From an optimization exercise on the open Yosys and OpenROAD flow, aimed at small area and a short achievable clock period; shortcuts taken in it are not production practice. In this exercise RTL edits were held to simulation tests only and were not proved equivalent to the original. No activity file was given, so power comes from the tool's default toggle rates.

==> flow/design.v <==
package wavp_pkg;
    localparam logic [2:0] ST_PARSING    = 3'd0;
    localparam logic [2:0] ST_OK         = 3'd1;
    localparam logic [2:0] ST_NOT_WAVE   = 3'd2;
    localparam logic [2:0] ST_MISSING    = 3'd3;
    localparam logic [2:0] ST_BAD_FORMAT = 3'd4;
    localparam logic [2:0] ST_TRUNCATED  = 3'd5;
    localparam int OUT_BITS = 8 + 3 + 32;
    localparam int OUT_TDATA_W = ((OUT_BITS + 7) / 8) * 8;
endpackage
module wav_riff_header_parser (
    input  logic                             aclk,
    input  logic                             aresetn,
    input  logic                             s_axis_tvalid,
    output logic                             s_axis_tready,
    input  logic [7:0]                       s_axis_tdata,    
    input  logic                             s_axis_tlast,    
    output logic                             m_axis_tvalid,
    input  logic                             m_axis_tready,
    output logic [wavp_pkg::OUT_TDATA_W-1:0] m_axis_tdata,
    output logic                             m_axis_tuser     
);
    localparam logic [2:0] P_HDR  = 3'd0;
    localparam logic [2:0] P_CHDR = 3'd1;
    localparam logic [2:0] P_FMT  = 3'd2;
    localparam logic [2:0] P_DATA = 3'd3;
    localparam logic [2:0] P_SKIP = 3'd4;
    localparam logic [2:0] P_PAD  = 3'd5;
    localparam logic [2:0] P_DONE = 3'd6;
    localparam logic [2:0] P_ERR  = 3'd7;
    logic [2:0]  ph, ph_n;
    logic [5:0]  pos, pos_n, pos_inc;
    logic [31:0] cnt, cnt_n, borrow;
    logic        f1, f1_n;
    logic        f2, f2_n;
    logic        fgood, fgood_n;   
    logic        sfmt, sfmt_n;
    logic        sdata, sdata_n;
    logic        m_valid_reg;
    logic        m_user_reg;
    logic [7:0]  m_byte_reg;
    logic [2:0]  m_stat_reg;
    logic [31:0] m_dlen_reg;
    logic        accept;
    logic        hdr_done;
    logic        chunk_end;
    logic        dload;
    logic        audio;
    logic [31:0] L;
    logic [7:0]  b;
    logic        m_hdr, m_tf, m_td, m_fmt;
    logic [2:0]  verdict;
    logic        v_notwave, v_trunc, v_fin;
    logic        hdr_last, lzero, cnt_one, pos_39;
    assign hdr_last = pos[3] && pos[1:0] == 2'd3;        
    assign lzero    = (L == 32'd0);
    assign cnt_one  = (cnt == 32'd1);
    assign pos_39   = pos[5] && (pos[4] || pos[3] || pos[2:0] == 3'd7);
    assign s_axis_tready = !m_valid_reg || m_axis_tready;
    assign accept        = s_axis_tvalid && s_axis_tready;
    assign b             = s_axis_tdata;
    assign pos_inc       = pos + 6'd1;
    always_comb begin
        borrow[0] = 1'b1;
        for (int i = 1; i < 32; i++) begin
            borrow[i] = borrow[i-1] && !cnt[i-1];
        end
    end
    assign L             = {b, cnt[31:8]};
    always_comb begin
        case ({pos[3], pos[1:0]})
            3'd0:       m_hdr = (b == 8'h52);   
            3'd1:       m_hdr = (b == 8'h49);   
            3'd2, 3'd3: m_hdr = (b == 8'h46);   
            3'd4:       m_hdr = (b == 8'h57);   
            3'd5:       m_hdr = (b == 8'h41);   
            3'd6:       m_hdr = (b == 8'h56);   
            default:    m_hdr = (b == 8'h45);   
        endcase
        case (pos[1:0])
            2'd0:    begin m_tf = (b == 8'h66); m_td = (b == 8'h64); end
            2'd1:    begin m_tf = (b == 8'h6D); m_td = (b == 8'h61); end
            2'd2:    begin m_tf = (b == 8'h74); m_td = (b == 8'h74); end
            default: begin m_tf = (b == 8'h20); m_td = (b == 8'h61); end
        endcase
        case (pos[3:0])
            4'd0:    m_fmt = (b == 8'h01);
            4'd2:    m_fmt = (b == 8'h02);
            4'd4:    m_fmt = (b == 8'h44);
            4'd5:    m_fmt = (b == 8'hAC);
            4'd14:   m_fmt = (b == 8'h10);
            4'd1, 4'd3, 4'd6, 4'd7, 4'd15: m_fmt = (b == 8'h00);
            default: m_fmt = 1'b1;
        endcase
    end
    always_comb begin
        ph_n      = ph;
        pos_n     = pos;
        f1_n      = f1;
        f2_n      = f2;
        fgood_n   = fgood;
        sfmt_n    = sfmt;
        sdata_n   = sdata;
        hdr_done  = 1'b0;
        chunk_end = 1'b0;
        dload     = 1'b0;
        audio     = 1'b0;
        case (ph)
            P_HDR: begin
                f1_n  = (f1 || pos == 6'd0) && (pos[2] || m_hdr);
                pos_n = pos_inc;
                if (hdr_last) begin
                    ph_n  = f1_n ? P_CHDR : P_ERR;
                    pos_n = '0;
                end
            end
            P_CHDR: begin
                if (!pos[2]) begin
                    f1_n = (f1 || pos[1:0] == 2'd0) && m_tf;
                    f2_n = (f2 || pos[1:0] == 2'd0) && m_td;
                end
                pos_n = pos_inc;
                if (pos[2:0] == 3'd7) begin
                    hdr_done = 1'b1;
                end
            end
            P_FMT: begin
                if (f1 && !pos[5] && !pos[4]) begin
                    fgood_n = (fgood || pos[3:0] == 4'd0) && m_fmt;
                end
                if (f1 && pos == 6'd15) begin
                    sfmt_n = 1'b1;
                end
                if (!(pos[5] && (pos[4] || pos[3]))) begin
                    pos_n = pos_inc;
                end
                if (cnt_one) begin
                    chunk_end = 1'b1;
                end
            end
            P_DATA: begin
                audio = 1'b1;
                if (cnt_one) begin
                    chunk_end = 1'b1;
                end
            end
            P_SKIP: begin
                if (cnt_one) begin
                    chunk_end = 1'b1;
                end
            end
            P_PAD: begin
                ph_n  = P_CHDR;
                pos_n = '0;
            end
            default: ;
        endcase
        if (hdr_done) begin
            pos_n = '0;
            f1_n  = |L[31:4];
            f2_n  = L[0];
            if (f1) begin
                ph_n = P_FMT;
            end else if (f2 && !sdata) begin
                sdata_n = 1'b1;
                dload   = 1'b1;
                ph_n    = P_DATA;
            end else begin
                ph_n = P_SKIP;
            end
            if (lzero) begin
                chunk_end = 1'b1;
            end
        end
        if (chunk_end) begin
            if (sfmt_n && sdata_n) begin
                ph_n = P_DONE;
            end else if (f2_n) begin
                ph_n = P_PAD;
            end else begin
                ph_n = P_CHDR;
            end
            pos_n = '0;
        end
        v_notwave = (ph == P_ERR) || (ph == P_HDR && hdr_last && !f1_n);
        v_trunc   = (ph == P_HDR && !hdr_last) ||
                    (ph == P_CHDR && pos[2:0] == 3'd7 && !lzero && (f1 || (f2 && !sdata))) ||
                    (ph == P_FMT && !(cnt_one || (f1 && pos_39))) ||
                    (ph == P_DATA && !cnt_one);
        v_fin     = (ph == P_DONE) ||
                    (ph == P_CHDR && pos[2:0] == 3'd7 && lzero && !f1 && f2 && !sdata && sfmt) ||
                    (ph == P_FMT && sdata && sfmt_n) ||
                    (ph == P_DATA && sfmt);
        if (v_notwave) begin
            verdict = wavp_pkg::ST_NOT_WAVE;
        end else if (v_trunc) begin
            verdict = wavp_pkg::ST_TRUNCATED;
        end else if (v_fin) begin
            verdict = fgood_n ? wavp_pkg::ST_OK : wavp_pkg::ST_BAD_FORMAT;
        end else begin
            verdict = wavp_pkg::ST_MISSING;
        end
    end
    logic take, keep, take_st, keep_st;
    assign take    = accept;
    assign keep    = !accept;
    assign take_st = accept && aresetn && !s_axis_tlast;   
    assign keep_st = aresetn && !accept;
    assign cnt_n = (accept && ph == P_CHDR) ? L : (cnt ^ ({32{accept}} & borrow));
    always_ff @(posedge aclk) begin
        ph    <= ({3{take_st}} & ph_n)  | ({3{keep_st}} & ph);
        pos   <= ({6{take_st}} & pos_n) | ({6{keep_st}} & pos);
        sfmt  <= (take_st & sfmt_n)     | (keep_st & sfmt);
        sdata <= (take_st & sdata_n)    | (keep_st & sdata);
    end
    always_ff @(posedge aclk) begin
        cnt   <= cnt_n;
        f1    <= (take & f1_n)    | (keep & f1);
        f2    <= (take & f2_n)    | (keep & f2);
        fgood <= (take & fgood_n) | (keep & fgood);
    end
    always_ff @(posedge aclk) begin
        if (!aresetn) begin
            m_valid_reg <= 1'b0;
        end else if (accept) begin
            m_valid_reg <= 1'b1;
        end else if (m_axis_tready) begin
            m_valid_reg <= 1'b0;
        end
    end
    logic take_audio, take_last, take_dlen, keep_dlen;
    assign take_audio = accept && audio;
    assign take_last  = accept && s_axis_tlast;
    assign take_dlen  = accept && dload;
    assign keep_dlen  = !accept || sdata;
    always_ff @(posedge aclk) begin
        m_user_reg <= take_audio | (keep & m_user_reg);
        m_byte_reg <= ({8{take_audio}} & b) | ({8{keep}} & m_byte_reg);
        m_stat_reg <= ({3{take_last}} & verdict) | ({3{keep}} & m_stat_reg);
        m_dlen_reg <= ({32{take_dlen}} & L) | ({32{keep_dlen}} & m_dlen_reg);
    end
    assign m_axis_tvalid = m_valid_reg;
    assign m_axis_tdata  = {{(wavp_pkg::OUT_TDATA_W - wavp_pkg::OUT_BITS){1'b0}},
                            m_dlen_reg, m_stat_reg, m_byte_reg};
    assign m_axis_tuser  = m_user_reg;
endmodule
Settings: LEC_CHECK=0, CAP_MARGIN=20, CORE_MARGIN=2, CORE_UTILIZATION=40, CTS_BUF_LIST=sky130_fd_sc_hd__clkbuf_4 sky130_fd_sc_hd__clkbuf_8, CTS_CLUSTER_SIZE=12, SETUP_SLACK_MARGIN=3.6, SLEW_MARGIN=20; clock period 6.5 ns.
standard.sh (not shown) runs the stock make flow with config.mk's settings and CLKGATE_MAP_FILE= SYNTH_SCRIPT=/design/flow/synth_recipe.tcl, a recipe that flattens the netlist after the stock synthesis.
==> flow/flow/run.sh <==
#!/bin/bash
set -euo pipefail
bash standard.sh BUFFER_PORTS_ARGS="-buffer_cell sky130_fd_sc_hd__buf_1" finish > standard_flow.log 2>&1
Next try:
==> flow/flow/run.sh (replaced) <==
#!/bin/bash
set -euo pipefail
RES=$PWD/orfs/results/$FLOW_PLATFORM/wav_riff_header_parser/base
bash standard.sh "$RES/1_2_yosys.v" > synth_standard.log 2>&1
cp "$RES/1_2_yosys.v" "$RES/1_2_yosys_standard.v"
python3 flow/tready.py "$RES/1_2_yosys_standard.v" "$RES/1_2_yosys.v" > tready.log 2>&1
bash standard.sh BUFFER_PORTS_ARGS="-buffer_cell sky130_fd_sc_hd__buf_1" finish > standard_flow.log 2>&1
==> flow/flow/tready.py (new file) <==
#!/usr/bin/env python3
"""Give s_axis_tready a driver of its own in a mapped netlist.

s_axis_tready = m_axis_tready | !m_axis_tvalid is a path from an input port
straight to an output port.  After mapping, its gate also drives the logic
that accepts a byte, which slows the port path.  This moves every existing
use of the net onto an internal net and drives the port from a new nand2b
gate (Y = A_N | !B) fed by the two ports.
usage: tready.py IN.v OUT.v
"""
import re
import sys

src = open(sys.argv[1]).read()
OUTS = {"X", "Y", "Q", "Q_N", "COUT", "SUM", "HI", "LO"}
n_drv = 0

def fix_cell(m):
    global n_drv
    body = m.group(0)
    def pin(p):
        global n_drv
        if p.group(1) in OUTS:
            n_drv += 1
        return ".%s(tready_int)" % p.group(1)
    return re.sub(r"\.(\w+)\(s_axis_tready\)", pin, body)

head, sep, rest = src.partition("  wire s_axis_tready;\n")
assert sep, "no s_axis_tready wire"
rest = re.sub(r"  sky130_fd_sc_hd__\w+ \S+ \(.*?\);\n", fix_cell, rest, flags=re.S)
assert n_drv == 1, "expected exactly one driver of s_axis_tready, found %d" % n_drv
cell = ("  sky130_fd_sc_hd__nand2b_1 tready_port (\n"
        "    .A_N(m_axis_tready),\n    .B(m_axis_tvalid),\n    .Y(s_axis_tready)\n  );\n")
i = rest.rindex("endmodule")
out = head + sep + "  wire tready_int;\n" + rest[:i] + cell + rest[i:]
open(sys.argv[2], "w").write(out)
--- a/flow/config.mk
+++ b/flow/config.mk
@@ -9,6 +9,6 @@
 export CORE_MARGIN = 2
 export CORE_UTILIZATION = 40
-export CTS_BUF_LIST = sky130_fd_sc_hd__clkbuf_4 sky130_fd_sc_hd__clkbuf_8
-export CTS_CLUSTER_SIZE = 12
-export SETUP_SLACK_MARGIN = 3.6
+export CTS_BUF_LIST = sky130_fd_sc_hd__clkbuf_8
+export SETUP_SLACK_MARGIN = 3.75
 export SLEW_MARGIN = 20
+export TNS_END_PERCENT = 2
First-iteration DRC count drops by 13%.
Global-route usage drops by 0.22 points.
Non-clock buffer count drops by 3.
Routed wire length barely changes.
Next try:
==> flow/flow/run.sh (replaced) <==
#!/bin/bash
set -euo pipefail
RES=$PWD/orfs/results/$FLOW_PLATFORM/wav_riff_header_parser/base
bash standard.sh "$RES/1_2_yosys.v" > synth_standard.log 2>&1
cp "$RES/1_2_yosys.v" "$RES/1_2_yosys_standard.v"
DU=$(sed -n '/DONT_USE_CELLS/,/^$/p' $FLOW_HOME/platforms/$FLOW_PLATFORM/config.mk | grep -o "sky130_fd_sc_hd__[a-z0-9_]*" | sed 's/^/-dont_use /' | tr '\n' ' ')
IN="$RES/1_2_yosys_standard.v" OUT="$RES/1_2_yosys_remap.v" ABCSCRIPT=$PWD/flow/area.abc DONTUSE="$DU" \
  yosys -c flow/remap.tcl > remap.log 2>&1
python3 flow/tready.py "$RES/1_2_yosys_remap.v" "$RES/1_2_yosys.v" > tready.log 2>&1
bash standard.sh BUFFER_PORTS_ARGS="-buffer_cell sky130_fd_sc_hd__buf_1" finish > standard_flow.log 2>&1
==> flow/flow/area.abc (new file) <==
strash
&get -n
&deepsyn -T 20
&put
dch -f
amap -m
topo
==> flow/flow/remap.tcl (new file) <==
# Map the combinational logic of the standard synthesis netlist again.
# Flip-flops and tie cells stay black boxes, so they keep name and cell type.
yosys -import
set lib $::env(FLOW_HOME)/platforms/sky130hd/lib/sky130_fd_sc_hd__tt_025C_1v80.lib
read_liberty -ignore_miss_func $lib
foreach m {sky130_fd_sc_hd__dfxtp_1 sky130_fd_sc_hd__dfxtp_2 sky130_fd_sc_hd__dfxtp_4
           sky130_fd_sc_hd__edfxtp_1 sky130_fd_sc_hd__dfrtp_1 sky130_fd_sc_hd__dfstp_1
           sky130_fd_sc_hd__conb_1} {
  catch {blackbox $m}
}
read_verilog $::env(IN)
hierarchy -top wav_riff_header_parser
flatten
# wires inside the flattened cells get internal names, so ports and the
# standard netlist's net names are the ones kept
yosys rename -hide w:*.*
opt_clean -purge
stat -liberty $lib
abc -liberty $lib -script $::env(ABCSCRIPT) {*}$::env(DONTUSE)
opt_clean -purge
setundef -zero
splitnets
opt_clean -purge
hilomap -hicell sky130_fd_sc_hd__conb_1 HI -locell sky130_fd_sc_hd__conb_1 LO
opt_clean -purge
insbuf -buf sky130_fd_sc_hd__buf_1 A X
opt_clean -purge
stat -liberty $lib
write_verilog -noattr -nohex -nodec $::env(OUT)
# read the result back against the cell library and check it
design -reset
read_liberty -lib $lib
read_verilog $::env(OUT)
hierarchy -check -top wav_riff_header_parser
check -assert
stat -liberty $lib
--- a/flow/config.mk
+++ b/flow/config.mk
@@ -9,6 +9,4 @@
 export CORE_MARGIN = 2
 export CORE_UTILIZATION = 40
-export CTS_BUF_LIST = sky130_fd_sc_hd__clkbuf_8
-export SETUP_SLACK_MARGIN = 3.75
+export SETUP_SLACK_MARGIN = 3.6
 export SLEW_MARGIN = 20
-export TNS_END_PERCENT = 2
After rerunning: Worst setup slack degrades by 0.83 ns; hold slack degrades by 0.015 ns; final area stays flat; clock power came out higher by a few percent; routed wire length came out lower by a few percent; critical path depth came out higher by 22; via count came out lower by a few percent; die area came out lower by about a fifth; clock-buffer cell count came out lower by 2; utilization came out higher by 8.8 points.

## afterwards: timing with drivers on the ports
How much do the figures lean on ideal ports? The routed layouts below were timed once more, with nothing changed but the port constraints.
Step 1: set_driving_cell puts a clkbuf_16 on aclk and a buf_2 on each other input, an assumption about the parent block.
Step 2 also shifts input and output timing later by t, the mid clock arrival at the registers, as if the neighbouring blocks saw the same clock.
a / b / c = no drivers / after step 1 / after step 2; a / b = the first two.
run	t (ns)	slack for setup (ns)	worst slew at a driven data input, ns
the first run	0.410	3.565 / 3.541 / 3.311	0.03
the second run	0.412	3.561 / 3.538 / 3.313	0.04
the third run	0.398	2.734 / 2.717 / 2.320	0.05
After both steps every run listed still meets setup and hold. The setup slack of the third run, which loses most, moves by -0.017 ns with the drivers and by -0.414 ns with both steps.
